From an optimization exercise on the open Yosys and OpenROAD flow, aimed at small area and a short achievable clock period; shortcuts taken in it are not production practice.
Function was checked by simulation only, so behaviour that the tests miss may differ from the original.

build 80:
Design md_unit, start of the top module:
module md_unit (
  input  logic        clk,
  input  logic        reset,
  input  logic        start,
  input  logic [2:0]  op,
  input  logic [31:0] a,
  input  logic [31:0] b,
  input  logic        mthi,
  input  logic        mtlo,
  output logic        busy,
  output logic        done,
  output logic [31:0] hi,
  output logic [31:0] lo
);
For scale: about 2400 cells after synthesis, roughly 180 flip-flops, ~140 I/O pins, roughly 0.018 mm^2 of cells after synthesis.
==> flow/config.mk <==
export PLATFORM = sky130hd
export DESIGN_NAME = md_unit
export DESIGN_NICKNAME = md_unit
export VERILOG_FILES = /design/flow/design.v
export SDC_FILE = /design/flow/constraint.sdc
export NUM_CORES = 4
export LEC_CHECK = 0
export ABC_AREA = 1
export CAP_MARGIN = 10
export CORE_MARGIN = 2
export CORE_UTILIZATION = 40
export SLEW_MARGIN = 10
==> flow/constraint.sdc <==
create_clock -name core_clock -period 80.0 [get_ports {clk}]
set_input_delay 16.0000 -clock core_clock [delete_from_list [all_inputs] [get_ports {clk}]]
set_output_delay 16.0000 -clock core_clock [all_outputs]
set_load 0.01 [all_outputs]
standard.sh (not shown) runs the stock make flow with config.mk's settings and CLKGATE_MAP_FILE= SYNTH_SCRIPT=/design/flow/synth_recipe.tcl, a recipe that flattens the netlist after the stock synthesis.
==> flow/flow/run.sh <==
#!/bin/bash
# Standard ORFS layout (the standard.sh) with three changes to how it is built:
#  - port buffers start as the smallest buffer (repair resizes them where timing needs it);
#  - clock tree synthesis without dummy balancing loads, with the default clock buffers;
#  - timing repair aims for setup slack beyond zero at the design's clock period
#    (over-fixing only; the clock period and constraints are the design's).
# Each tool's output stays in ORFS's own per-step logs under orfs/logs; make's output is in
# standard.log.
set -euo pipefail
export SETUP_SLACK_MARGIN=62.95
export BUFFER_PORTS_ARGS="-buffer_cell sky130_fd_sc_hd__buf_1"
export CTS_ARGS="-sink_clustering_enable -repair_clock_nets -dont_use_dummy_load -buf_list sky130_fd_sc_hd__clkbuf_8 -root_buf sky130_fd_sc_hd__clkbuf_16 -sink_clustering_size 10"
bash standard.sh > standard.log 2>&1
For build 29, these inputs were changed with respect to build 80:
diff --git a/flow/flow/run.sh b/flow/flow/run.sh
--- a/flow/flow/run.sh
+++ b/flow/flow/run.sh
@@ -9,3 +9,3 @@
 set -euo pipefail
-export SETUP_SLACK_MARGIN=62.95
+export SETUP_SLACK_MARGIN=63.1
 export BUFFER_PORTS_ARGS="-buffer_cell sky130_fd_sc_hd__buf_1"
### Flow results
- Build 80 and build 29 all finish clean.
- Share of the final layout cell area in sequential cells: build 29 vs build 80 down 0.46 points
- The critical path depth number comes out higher for build 80 vs build 29.
- Between build 80 and build 29, the slack of the worst reg-to-reg path is lower for build 80.
- Type of the worst setup path = register to output pin: build 29; type of the worst setup path = input pin to register: build 80
- Build 29 ended up with met5 as its uppermost layer routed; build 80 ended up with met4.
- Build 80 → build 29: count of plain and timing-repair buffers now sits higher, setup slack grew by 74 ps.
Here is what was changed in the inputs of build 63 compared with build 29.
diff --git a/flow/flow/run.sh b/flow/flow/run.sh
--- a/flow/flow/run.sh
+++ b/flow/flow/run.sh
@@ -1,5 +1,7 @@
 #!/bin/bash
-# Standard ORFS layout (the standard.sh) with three changes to how it is built:
-#  - port buffers start as the smallest buffer (repair resizes them where timing needs it);
-#  - clock tree synthesis without dummy balancing loads, with the default clock buffers;
+# Standard ORFS layout (the standard.sh, which runs the standard flow's own synthesis unchanged)
+# with three changes to how it is built:
+#  - port buffers start as the smallest buffer (timing repair resizes them where needed);
+#  - clock tree synthesis without dummy balancing loads, with clkbuf_8 leaf buffers under a
+#    clkbuf_16 root, at most 10 sinks per cluster;
 #  - timing repair aims for setup slack beyond zero at the design's clock period
@@ -9,3 +11,3 @@
 set -euo pipefail
-export SETUP_SLACK_MARGIN=63.1
+export SETUP_SLACK_MARGIN=62.85
 export BUFFER_PORTS_ARGS="-buffer_cell sky130_fd_sc_hd__buf_1"
Findings:
The run showing the smaller highest clock rate is build 63. Final worst-path cycle share of build 29 is on par with build 63. Delta (build 63 minus build 29): transition time at the pin with the least slew margin saw an increase, utilization after layout saw a decrease.

* * *

## quartz
The RTL this note starts from:
==> flow/design.v <==
module md_unit (
  input  logic        clk,
  input  logic        reset,
  input  logic        start,
  input  logic [2:0]  op,
  input  logic [31:0] a,
  input  logic [31:0] b,
  input  logic        mthi,
  input  logic        mtlo,
  output logic        busy,
  output logic        done,
  output logic [31:0] hi,
  output logic [31:0] lo
);
  localparam int RW = 35;   
  function automatic logic [RW-1:0] add_row(input logic [RW-1:0] x, input logic [RW-1:0] y,
                                            input logic c);
    logic [RW-1:0] g, p, gg, pp;
    logic [RW-1:0] s;
    g = x & y;
    p = x ^ y;
    gg = g;
    pp = p;
    gg[0] = g[0] | (p[0] & c);
    for (int d = 1; d < RW; d = d * 2)
      for (int i = 2 * d - 1; i < RW; i = i + 2 * d) begin
        gg[i] = gg[i] | (pp[i] & gg[i-d]);
        pp[i] = pp[i] & pp[i-d];
      end
    for (int d = 16; d >= 1; d = d / 2)
      for (int i = 3 * d - 1; i < RW; i = i + 2 * d) begin
        gg[i] = gg[i] | (pp[i] & gg[i-d]);
        pp[i] = pp[i] & pp[i-d];
      end
    s[0] = p[0] ^ c;
    for (int i = 1; i < RW; i++) s[i] = p[i] ^ gg[i-1];
    add_row = s;
  endfunction
  logic        busy_q, done_q;
  logic [3:0]  cnt_q;
  logic [2:0]  op_q;
  logic        a31_q;
  logic        bprev_q;
  logic [31:0] b_q;      
  logic [33:0] ph_q;     
  logic [31:0] pl_q;     
  logic [31:0] hi_q, lo_q;
  logic div_q, last_q, busy_o;
  logic o0_q, t0_q, n0_q;    
  wire is_div  = div_q;
  wire sgn     = ~op_q[0];
  wire is_acc  = op_q[2];
  wire is_sub  = op_q[2] & op_q[1];
  wire last    = last_q;
  wire first_d = div_q & (cnt_q == 4'd10);
  wire fin_d   = div_q & (cnt_q == 4'd2);
  wire a_neg   = sgn & a31_q;
  wire b_neg   = sgn & b_q[31];
  wire b_zero  = (b_q == 32'd0);
  wire         neg_en = is_div & ((first_d & a_neg) | (last & (a_neg ^ b_neg) & ~b_zero));
  logic [31:0] neg_out;
  always_comb begin
    logic t;
    t = 1'b0;
    for (int i = 0; i < 32; i++) begin
      neg_out[i] = pl_q[i] ^ t;
      t = t | (neg_en & pl_q[i]);
    end
  end
  wire [33:0] mc    = {{2{sgn & b_q[31]}}, b_q};            
  wire [7:0]  chunk = last ? {8{sgn & a31_q}} : pl_q[7:0];
  wire [8:0]  xb    = {chunk, bprev_q};
  wire        inv_r = last & div_q & a_neg;
  wire        acc_h = last & ~div_q & is_acc;
  wire [RW-1:0] x0  = {ph_q[33], ph_q};
  wire        rneg  = ph_q[33];
  logic [RW-1:0] xr [4];
  logic [RW-1:0] sr [4];
  logic [RW-1:0] y [4];
  logic [3:0]    cy;
  logic [3:0]    ge;
  always_comb begin
    xr[0] = x0;
    for (int k = 0; k < 4; k++) begin
      logic n, o, t, rn;
      rn = (k == 0) ? rneg : sr[k-1][RW-1];
      n = xb[2*k+2];
      o = xb[2*k+1] ^ xb[2*k];
      t = (xb[2*k+2] & ~xb[2*k+1] & ~xb[2*k]) | (~xb[2*k+2] & xb[2*k+1] & xb[2*k]);
      if (k == 0) begin
        o = o0_q;
        t = t0_q;
        n = n0_q;
      end else if (is_div) begin
        t = 1'b0;
        if (last) begin
          o = (k == 0) & rneg;
          n = (k == 0) & (b_neg ^ inv_r);
        end else begin
          o = 1'b1;
          n = ~rn ^ b_neg;
        end
      end else begin
        n = n ^ is_sub;
        if (k == 1 && last) n = 1'b0;
      end
      y[k] = ({RW{o}} & {mc[33], mc}) | ({RW{t}} & {mc, 1'b0});
      if (k == 1) y[k] = y[k] | ({RW{acc_h}} & {2'd0, hi_q, 1'b0});
      y[k] = y[k] ^ {RW{n}};
      cy[k] = n | ((k == 1) & inv_r);
      sr[k] = add_row(xr[k], y[k], cy[k]);
      ge[k] = ~sr[k][RW-1];
      if (k < 3) begin
        if (is_div || last)
          xr[k+1] = {sr[k][RW-2:0], (k == 0 && last) ? inv_r : pl_q[31-k]};
        else
          xr[k+1] = {{2{sr[k][RW-1]}}, sr[k][RW-1:2]};
      end
    end
  end
  logic o0_d, t0_d, n0_d;
  always_comb begin
    logic p1, p0, pm, sx, sub_in;
    sub_in = op[2] & op[1];
    sx     = sgn & a31_q;
    p1     = 1'b0;
    p0     = 1'b0;
    pm     = 1'b0;
    if (!busy_q) begin
      o0_d = a[0];
      t0_d = a[1] & ~a[0];
      n0_d = a[1] ^ sub_in;
    end else if (div_q) begin
      t0_d = 1'b0;
      if (cnt_q == 4'd10) begin
        o0_d = 1'b1;
        n0_d = ~b_neg;
      end else if (cnt_q == 4'd2) begin
        o0_d = sr[3][33];
        n0_d = b_neg ^ a_neg;
      end else begin
        o0_d = 1'b1;
        n0_d = ~sr[3][32] ^ b_neg;
      end
    end else begin
      if (cnt_q == 4'd2) begin
        p1 = sx;
        p0 = sx;
      end else begin
        p1 = pl_q[9];
        p0 = pl_q[8];
      end
      pm   = pl_q[7];
      o0_d = p0 ^ pm;
      t0_d = (p1 & ~p0 & ~pm) | (~p1 & p0 & pm);
      n0_d = p1 ^ is_sub;
    end
  end
  always_ff @(posedge clk) begin
    o0_q    <= o0_d;
    t0_q    <= t0_d;
    n0_q    <= n0_d;
    last_q  <= busy_q & (cnt_q == 4'd2);
    if (!busy_q) begin
      div_q   <= (op[2:1] == 2'b01);
      op_q    <= op;
      cnt_q   <= (op[2:1] == 2'b01) ? 4'd10 : 4'd5;
      a31_q   <= a[31];
      bprev_q <= 1'b0;
      b_q     <= b;
      ph_q    <= {2'b00, lo_q & {32{op[2]}}};    
      pl_q    <= a;
    end else begin
      cnt_q <= cnt_q - 4'd1;
      if (is_div) begin
        if (first_d) begin
          ph_q <= {33'd0, neg_out[31]};
          pl_q <= {neg_out[30:0], 1'b0};
        end else begin
          ph_q <= fin_d ? (sr[3][33:0] ^ {34{a_neg}}) : {sr[3][32:0], pl_q[28]};
          pl_q <= {pl_q[27:0], ge[0], ge[1], ge[2], ge[3]};
        end
      end else begin
        ph_q    <= {sr[3][RW-1], sr[3][RW-1:2]};
        pl_q    <= {sr[3][1:0], sr[2][1:0], sr[1][1:0], sr[0][1:0], pl_q[31:8]};
        bprev_q <= pl_q[7];
      end
    end
  end
  always_ff @(posedge clk or negedge reset) begin
    if (!reset) begin
      busy_q <= 1'b0;
      busy_o <= 1'b0;
      done_q <= 1'b0;
      hi_q   <= '0;
      lo_q   <= '0;
    end else begin
      done_q <= busy_q & last;
      if (!busy_q) begin
        busy_q <= start;
        busy_o <= start;
        if (!start) begin
          if (mthi) hi_q <= a;
          if (mtlo) lo_q <= a;
        end
      end else if (last) begin
        busy_q <= 1'b0;
        busy_o <= 1'b0;
        hi_q   <= sr[1][32:1];
        lo_q   <= neg_out;
      end
    end
  end
  assign busy = busy_o;
  assign done = done_q;
  assign hi   = hi_q;
  assign lo   = lo_q;
endmodule
clock: 80.0 ns
lec_check: 0
abc_area: 1
cap_margin: 10
core_margin: 2
core_utilization: 40
slew_margin: 10
==> flow/flow/run.sh <==
#!/bin/bash
# Standard ORFS layout (the standard.sh) with three changes to how it is built:
#  - port buffers start as the smallest buffer (repair resizes them where timing needs it);
#  - clock tree synthesis without dummy balancing loads, with the default clock buffers;
#  - timing repair aims for setup slack beyond zero at the design's clock period
#    (over-fixing only; the clock period and constraints are the design's).
# Each tool's output stays in ORFS's own per-step logs under orfs/logs; make's output is in
# standard.log.
set -euo pipefail
export SETUP_SLACK_MARGIN=62.7
export BUFFER_PORTS_ARGS="-buffer_cell sky130_fd_sc_hd__buf_1"
export CTS_ARGS="-sink_clustering_enable -repair_clock_nets -dont_use_dummy_load"
bash standard.sh > standard.log 2>&1
Edits applied to the flow inputs when going from quartz to willow:
diff --git a/flow/flow/run.sh b/flow/flow/run.sh
--- a/flow/flow/run.sh
+++ b/flow/flow/run.sh
@@ -9,3 +9,4 @@
 set -euo pipefail
-export SETUP_SLACK_MARGIN=62.7
+export SETUP_SLACK_MARGIN=63
+export SETUP_MOVE_SEQUENCE="unbuffer,sizeup,swap"
 export BUFFER_PORTS_ARGS="-buffer_cell sky130_fd_sc_hd__buf_1"
Notes after the runs:
Mux share of post-synthesis cell area: willow vs quartz identical. Reported for quartz and willow, area of the placeable core turned out identical to the last digit. In willow relative to quartz, met3 layer wire length in the routed design had gone up by a few percent. Between quartz and willow, the difference in total routing resource utilization after global routing is negligible. Taking quartz as the reference, in willow synthesis-to-layout area growth climbed 1.8 points; global-route wire length before repair barely changed; setup slack climbed 120 ps. In the tables for quartz and willow, cell count reads higher with quartz.

* * *

md_unit with an RTL version that a note above also has.
Size in the first run: roughly 180 flip-flops, ~140 I/O pins, ~18000 µm² of cells after synthesis.
Design md_unit, start of the top module:
module md_unit (
  input  logic        clk,
  input  logic        reset,
  input  logic        start,
  input  logic [2:0]  op,
  input  logic [31:0] a,
  input  logic [31:0] b,
  input  logic        mthi,
  input  logic        mtlo,
  output logic        busy,
  output logic        done,
  output logic [31:0] hi,
  output logic [31:0] lo
);
  localparam int RW = 35;   
  function automatic logic [RW-1:0] add_row(input logic [RW-1:0] x, input logic [RW-1:0] y,
                                            input logic c);
    logic [RW-1:0] g, p, gg, pp;
    logic [RW-1:0] s;
    g = x & y;
    p = x ^ y;
    gg = g;
    pp = p;
    gg[0] = g[0] | (p[0] & c);
    for (int d = 1; d < RW; d = d * 2)
      for (int i = 2 * d - 1; i < RW; i = i + 2 * d) begin
        gg[i] = gg[i] | (pp[i] & gg[i-d]);
        pp[i] = pp[i] & pp[i-d];
      end
    for (int d = 16; d >= 1; d = d / 2)
      for (int i = 3 * d - 1; i < RW; i = i + 2 * d) begin
        gg[i] = gg[i] | (pp[i] & gg[i-d]);
        pp[i] = pp[i] & pp[i-d];
      end
    s[0] = p[0] ^ c;
    for (int i = 1; i < RW; i++) s[i] = p[i] ^ gg[i-1];
    add_row = s;
  endfunction
  logic        busy_q, done_q;
  logic [3:0]  cnt_q;
  logic [2:0]  op_q;
  logic        a31_q;
  logic        bprev_q;
  logic [31:0] b_q;      
  logic [33:0] ph_q;     
  logic [31:0] pl_q;     
  logic [31:0] hi_q, lo_q;
  logic div_q, last_q, busy_o;
  logic o0_q, t0_q, n0_q;    
  wire is_div  = div_q;
  wire sgn     = ~op_q[0];
  wire is_acc  = op_q[2];
  wire is_sub  = op_q[2] & op_q[1];
  wire last    = last_q;
  wire first_d = div_q & (cnt_q == 4'd10);
  wire fin_d   = div_q & (cnt_q == 4'd2);
  wire a_neg   = sgn & a31_q;
  wire b_neg   = sgn & b_q[31];
  wire b_zero  = (b_q == 32'd0);
  wire         neg_en = is_div & ((first_d & a_neg) | (last & (a_neg ^ b_neg) & ~b_zero));
  logic [31:0] neg_out;
  ...
export LEC_CHECK = 0
export ABC_AREA = 1
export CAP_MARGIN = 10
export CORE_MARGIN = 2
export CORE_UTILIZATION = 40
export SLEW_MARGIN = 10
create_clock -name core_clock -period 80.0 [get_ports {clk}]
==> flow/flow/run.sh <==
#!/bin/bash
# Standard ORFS layout (the standard.sh) with three changes to how it is built:
#  - port buffers start as the smallest buffer (repair resizes them where timing needs it);
#  - clock tree synthesis without dummy balancing loads, with the default clock buffers;
#  - timing repair aims for setup slack beyond zero at the design's clock period
#    (over-fixing only; the clock period and constraints are the design's).
# Each tool's output stays in ORFS's own per-step logs under orfs/logs; make's output is in
# standard.log.
set -euo pipefail
export SETUP_SLACK_MARGIN=62.7
export BUFFER_PORTS_ARGS="-buffer_cell sky130_fd_sc_hd__buf_1"
export CTS_ARGS="-sink_clustering_enable -repair_clock_nets -dont_use_dummy_load -buf_list sky130_fd_sc_hd__clkbuf_8 -root_buf sky130_fd_sc_hd__clkbuf_16 -sink_clustering_size 8"
bash standard.sh > standard.log 2>&1
Then changed:
--- a/flow/flow/run.sh
+++ b/flow/flow/run.sh
@@ -12 +12 @@
-export CTS_ARGS="-sink_clustering_enable -repair_clock_nets -dont_use_dummy_load -buf_list sky130_fd_sc_hd__clkbuf_8 -root_buf sky130_fd_sc_hd__clkbuf_16 -sink_clustering_size 8"
+export CTS_ARGS="-sink_clustering_enable -repair_clock_nets -dont_use_dummy_load -buf_list sky130_fd_sc_hd__clkbuf_8 -root_buf sky130_fd_sc_hd__clkbuf_16 -sink_clustering_size 10"
Effect: Final area does not change; first-iteration DRC count does not change; setup slack does not change; count of clock-buffer cells in the layout is unchanged; fmax stays the same; sequential share of layout area is unchanged; flip-flop and latch count does not change; die area stays the same.
Then changed:
--- a/flow/flow/run.sh
+++ b/flow/flow/run.sh
@@ -12 +12 @@
-export CTS_ARGS="-sink_clustering_enable -repair_clock_nets -dont_use_dummy_load -buf_list sky130_fd_sc_hd__clkbuf_8 -root_buf sky130_fd_sc_hd__clkbuf_16 -sink_clustering_size 10"
+export CTS_ARGS="-sink_clustering_enable -repair_clock_nets -dont_use_dummy_load"
Settings changed: GPL_TIMING_DRIVEN set to 1.
After rerunning: The new run went through all stages and came out clean; area after synthesis does not change; final area climbs by 0.94%; cell count is unchanged; fmax barely changes; die area is unchanged.
Then changed:
--- a/flow/flow/run.sh
+++ b/flow/flow/run.sh
@@ -10 +10 @@
-export SETUP_SLACK_MARGIN=62.7
+export SETUP_SLACK_MARGIN=62.55
@@ -12 +12 @@
-export CTS_ARGS="-sink_clustering_enable -repair_clock_nets -dont_use_dummy_load"
+export CTS_ARGS="-sink_clustering_enable -repair_clock_nets -dont_use_dummy_load -buf_list sky130_fd_sc_hd__clkbuf_8 -root_buf sky130_fd_sc_hd__clkbuf_16 -sink_clustering_size 10"
Settings changed: GPL_TIMING_DRIVEN 1 to not set.
=>
- sequential share of layout area came out higher by 0.20 points
- area after synthesis is unchanged
- count of clock-buffer cells in the layout stays the same
- hold slack gains 0.0062 ns
- final area went down slightly

[separate check: timing with driven ports]
The results above use ideal ports. As a check the final layouts listed here were re-extracted and re-timed, cells and wires unchanged.
Step 1: set_driving_cell puts a clkbuf_16 on clk and a buf_2 on each other input, an assumption about the parent block.
Step 2, shift: input delay + t, output delay - t, t = (earliest + latest rising clock arrival at the registers) / 2. This alone moves slack from input paths to output paths.
Three values: ideal, step 1, step 2; two values: the first two.
run	t, ns	setup slack, ns	hold WS [ns]	worst data-port slew with drivers (ns)	pins driven straight from the clock port
build 80	0.476	62.851 / 62.841 / 62.411	0.487 / 0.487 / 0.487	0.05	1
build 29	0.472	62.926 / 62.869 / 62.791	0.480 / 0.480 / 0.480	0.04	1
build 63	0.476	62.857 / 62.824 / 62.414	0.488 / 0.488 / 0.488	0.05	1
quartz	0.530	62.733 / 62.673 / 62.345	0.474 / 0.474 / 0.474	0.05	1
willow	0.526	62.854 / 62.796 / 62.553	0.474 / 0.474 / 0.474	0.05	1
the first run of note 3	0.480	62.671 / 62.615 / 62.379	0.487 / 0.487 / 0.487	0.05	1
the second run of note 3	0.480	62.671 / 62.615 / 62.379	0.487 / 0.487 / 0.487	0.05	1
the third run of note 3	0.525	62.699 / 62.647 / 62.364	0.481 / 0.481 / 0.481	0.04	1
the fourth run of note 3	0.478	62.672 / 62.617 / 62.337	0.487 / 0.487 / 0.487	0.05	1
After both steps every run listed still meets setup and hold. The setup slack of build 63, which loses most, moves by -0.033 ns with the drivers and by -0.443 ns with both steps.
